Context: an optimization exercise on an open-source flow, tuned for small area, a short achievable clock period and few clock cycles per item. The choices shown serve that exercise and are no tape-out recipe. In this exercise RTL edits were held to simulation tests only and were not proved equivalent to the original.

**design/flow/run.sh**
```bash
#!/bin/bash
# synth_recipe.tcl (not shown) runs the flow's synth.tcl, then flattens the netlist and writes it again
# the make line also repeats each setting of config.mk as NAME=value (left out here)
make -C /OpenROAD-flow-scripts/flow DESIGN_CONFIG=/design/flow/config.mk WORK_HOME=/design/flow/orfs CLKGATE_MAP_FILE= SYNTH_SCRIPT=/design/flow/synth_recipe.tcl finish
```
**design/flow/config.mk**
```make
export PLATFORM = sky130hd
export DESIGN_NAME = fir_mac_controller
export DESIGN_NICKNAME = fir_mac_controller
export VERILOG_FILES = /design/flow/design.v
export SDC_FILE = /design/flow/constraint.sdc
export NUM_CORES = 4
export LEC_CHECK = 0
export CAP_MARGIN = 20
export CORE_MARGIN = 2
export CORE_UTILIZATION = 40
export SLEW_MARGIN = 20
```
**design/flow/constraint.sdc**
```tcl
create_clock -name core_clock -period 12.0 [get_ports {clock}]
set_input_delay 2.4000 -clock core_clock [delete_from_list [all_inputs] [get_ports {clock}]]
set_output_delay 2.4000 -clock core_clock [all_outputs]
set_load 0.01 [all_outputs]
```
**design/flow/design.v**
```verilog
module fir_mac_controller #(
    parameter int COEFF_SIZE  = 64,
    parameter int DATA_WIDTH  = 16,
    parameter int COEFF_WIDTH = 16,
    localparam int ADDR_WIDTH = $clog2(COEFF_SIZE),
    localparam int ACC_WIDTH  = DATA_WIDTH + COEFF_WIDTH + ADDR_WIDTH
) (
    input  logic                          clock,
    input  logic                          reset,
    input  logic                          in_valid,
    output logic                          in_ready,
    input  logic signed [DATA_WIDTH-1:0]  in_data,
    output logic                          counter_enable,
    output logic                          counter_reset,
    input  logic        [ADDR_WIDTH-1:0]  counter_out,
    input  logic                          counter_tc,
    input  logic signed [COEFF_WIDTH-1:0] coeff_data,
    output logic                          out_valid,
    input  logic                          out_ready,
    output logic signed [ACC_WIDTH-1:0]   out_data
);
    localparam int PROD_WIDTH = DATA_WIDTH + COEFF_WIDTH;
    typedef enum logic [1:0] {
        IDLE,
        MAC,
        OUTPUT
    } state_t;
    state_t state, state_next;
    logic        [ADDR_WIDTH-1:0] wr_ptr;
    logic        [ADDR_WIDTH-1:0] head;
    logic        [ADDR_WIDTH-1:0] tap_idx;
    logic signed [DATA_WIDTH-1:0] hist [COEFF_SIZE];
    logic signed [ACC_WIDTH-1:0]  acc;
    logic signed [PROD_WIDTH-1:0] product;
    logic signed [ACC_WIDTH-1:0]  product_ext;
    assign tap_idx     = head - counter_out;
    assign product     = hist[tap_idx] * coeff_data;
    assign product_ext = {{ADDR_WIDTH{product[PROD_WIDTH-1]}}, product};
    always_comb begin
        state_next     = state;
        in_ready       = 1'b0;
        counter_reset  = 1'b1;
        counter_enable = 1'b0;
        case (state)
            IDLE: begin
                in_ready = 1'b1;
                if (in_valid) begin
                    state_next = MAC;
                end
            end
            MAC: begin
                counter_reset  = 1'b0;
                counter_enable = !counter_tc;
                if (counter_tc) begin
                    state_next = OUTPUT;
                end
            end
            OUTPUT: begin
                if (out_ready) begin
                    state_next = IDLE;
                end
            end
            default: state_next = IDLE;
        endcase
    end
    always_ff @(posedge clock) begin
        if (reset) begin
            state <= IDLE;
        end else begin
            state <= state_next;
        end
    end
    always_ff @(posedge clock) begin
        if (reset) begin
            wr_ptr    <= '0;
            head      <= '0;
            acc       <= '0;
            out_valid <= 1'b0;
            out_data  <= '0;
            for (int i = 0; i < COEFF_SIZE; i++) begin
                hist[i] <= '0;
            end
        end else begin
            case (state)
                IDLE: begin
                    if (in_valid) begin
                        hist[wr_ptr] <= in_data;
                        head         <= wr_ptr;
                        wr_ptr       <= wr_ptr + ADDR_WIDTH'(1);
                        acc          <= '0;
                    end
                end
                MAC: begin
                    if (!counter_tc) begin
                        acc <= acc + product_ext;
                    end else begin
                        out_data  <= acc;
                        out_valid <= 1'b1;
                    end
                end
                OUTPUT: begin
                    if (out_ready) begin
                        out_valid <= 1'b0;
                    end
                end
                default: ;
            endcase
        end
    end
endmodule
```
==> qor.yml <==
crit_family: "adder cells"
num-nets-final: 5135
setup_violations: 0
crit_fanout: 18
fin_ws_ns: 0.604
r2r-start: "head[0]"
max_cap_violations: 0
yosysWarnings: 1
rsz0062_at_grt: "false"
die_area_um2: 159000
grt_overflow_total: 0
syn-mean-instance-area_um2: 13.9
worst_ep_required_time_ns: 12.61
cts_resized: 0
ctsHoldBuffers: 0
clockRootBuffer: "clkbuf_16"
cts_made_buffers: 118
worst_clock_skew_ns: 0.0898
hp-class: "register to register"
synth_edf_count: 1024
placed_cells: 6576
hold_violations: 0
finalNonFillerCells: 6793
ios: 85
ant_nets: 0
grt_pass1_vias: 37400
muxShareOfSynthArea_pct: 11.8
drive_gt1_share_pct: 18.8
drv_slew: 0
ys_ff_latch: 1115
finalSetupTns_ns: 0
async_reset_ff_share_pct: 0
stdcell_area_um2: 70200
clkLatencyLatePin_ns: 0.79
r2r-end: "acc[36]"
synth_fa_ha_area_share_pct: 12.7
synth-simple-area-share_pct: 15.3
worstPathArrival_ns: 12.00
final_cell_mix: "and2_1, edfxtp_1, inv_1"
synth_xor_area_share_pct: 0.748
cts_sinks: 1115
drc: 0
max_slew.worst_pin.slew_ns: 1.09
pre_cts_ws_ns: -0.119
synth_cell_types: 65
die_height_um: 399
min_from: "out_data[4]"
synth_top_family_by_area: "simple AND/OR/NAND/NOR gates"
reg2reg_depth: 34
clk_pin_slew_ns: 0.06
synthCells: 4504
dp_hpwl_um: 110000
worstSetupPathType: "input pin to register"
maxSlewHeadroom_pct: 27.0
htree_levels: 3
wl_per_cell_um: 24.4
start_util_pct: 40.4
syn2layout_area_growth_pct: 12.4
postCtsSetupRepairBufs: 0
num_rows: 144
io_buffer_count: 84
placed_area_um2: 66500
grt_pass1_wl_um: 251000
die_x_um: 399
cpMostUsedCell: "fa_1"
synth_compound_area_share_pct: 2.37
r2r_slack_ns: 2.57
clockBufferDepth: 3
fin_crit_ns: 11.40
antenna_found_initial: 6
seq_area_frac_synth_pct: 52.2
synthesis.area_um2: 62400
critPathBufInv: 10
grt.total_usage_pct: 21.3
dr.pass1.iters: 5
wl_um: 166000
end_kind: "register"
cp-start-kind: "input pin"
cts_tree: "yes"
outcome: "complete, no violations"
finalCritPeriodShare_pct: 95.0
final_common_cell: "and2_1"
synth_nets: 4987
grt_start_max_net_pins: 67
globalplace.congestion: 0.873
holdPathEnd: "out_data[4]"
vias: 35700
drt-initial-drc-count: 3227
core_um2: 155000
synth_ff_type: "edfxtp_1"
min_path_cells: 2
drt-vias-per-instance: 5.26
slowest_delay_ns: 0.78
n_antenna_cell: 0
fmax_mhz: 87.8
cp_slowest_cell: "fa_4"
per-stage QoR:
stage          hold WS [ns]  util, %
2_1_floorplan         0.436        -
3_3_place_gp          0.444     43.0
3_5_place_dp          0.446     43.0
4_1_cts               0.454     45.4
5_1_grt               0.474     45.4
6_report              0.453     45.4
logic make-up after synthesis:
group	Yosys count
flops	1115
buf+inv	684
xor+xnor	49
fa+ha+maj	440
simple gates	1661
mux	338
compound gates	217
layer usage:
| layer | up-vias | wire (um) | global-route usage [%] | share of wire [%] |
|---|---|---|---|---|
| met2 | 985 | 77400 | 33.7 | 47 |
| met1 | 18700 | 74900 | 30.9 | 45 |
| met3 | 184 | 9850 | 3.34 | 5.9 |
| met4 | 2 | 3780 | 5.05 | 2.3 |
| li1 | 15800 | - | - | - |
| met5 | - | 13 | 0 | 0.0078 |
worst max-delay path by stage:
stage                        start       to  cells after the start
detailed placement  counter_out[0]  acc[36]                     34
global route        counter_out[0]  acc[37]                     33
CTS                 counter_out[0]  acc[36]                     34
finish              counter_out[0]  acc[36]                     34
global placement    counter_out[0]  acc[36]                     36
floorplan           counter_out[0]  acc[36]                     34
cell usage after synthesis (6+ instances only):
cell / n / area (um^2)
a211oi_1: 14 / 105
a21o_1: 24 / 180
a21oi_1: 82 / 410
a21oi_2: 14 / 123
a22o_1: 14 / 123
a22oi_1: 17 / 128
a31oi_1: 8 / 50.1
and2_1: 1156 / 7230
buf_1: 20 / 75.1
buf_2: 28 / 140
buf_4: 14 / 105
buf_6: 35 / 394
buf_8: 7 / 105
clkbuf_1: 221 / 830
dfxtp_1: 91 / 1820
edfxtp_1: 1024 / 30700
fa_1: 323 / 6470
ha_1: 117 / 1460
inv_1: 355 / 1330
mux2i_1: 17 / 170
mux4_2: 317 / 7140
nand2_1: 226 / 848
nand2b_1: 9 / 56.3
nand3_1: 16 / 80.1
nand3b_1: 6 / 45.0
nor2_1: 109 / 409
nor2b_1: 25 / 156
nor3_1: 11 / 55.1
o21ai_0: 10 / 50.1
o21ai_1: 7 / 35.0
or2_2: 70 / 438
or3_1: 7 / 43.8
xnor2_1: 29 / 254
xor2_1: 18 / 158
flip-flops by register name (all words and copies together), names as in the netlist:
name and cells:
state 2, acc 38, out_data 38, out_valid 1, wr_ptr 6, hist 1024, head 6
tightest hold or removal path, delay by kind of cell (launching register included):
family / cells / cell delay, ns
simple gates: 1 / 0.05
compound gates: 1 / 0.05
flops: 1 / 0.30
final cells by class:
type	instances	area (um^2)
fillers	13700	84400
flip-flops and latches	1115	32600
multi-input cells	2705	26900
clock buffers	154	3140
repair buffers	356	3130
well taps	2044	2560
inverters	356	1340
clock inverters	63	558
Testbench counts, summed over its fixed seeds: cycles 85,760, items 1,280.

-- separate check: timing with driven ports --
No port has a modelled driver above. Below, the same layout with a new extraction and two added sets of constraints. Step 1 (the two cells are an assumption about what drives the block):
set clk [get_ports {clock}]
set_driving_cell -lib_cell sky130_fd_sc_hd__clkbuf_16 $clk
set_driving_cell -lib_cell sky130_fd_sc_hd__buf_2 [delete_from_list [all_inputs] $clk]
Step 2 moves the port delays by t, midway between the first and last clock arrival at a register: inputs arrive t later, outputs are due t later. That takes back most of the time a late clock gives input paths. a / b / c = ideal / step 1 / step 2; a / b = the first two.
t, ns: 0.817
setup WS [ns]: 0.604 / 0.658 / -0.159
hold slack, ns: 0.453 / 0.453 / 0.453
With both steps, setup timing fails in this run, where it was met with ideal ports. For this run, drivers alone change the setup slack by +0.054 ns; drivers and shift together by -0.763 ns.
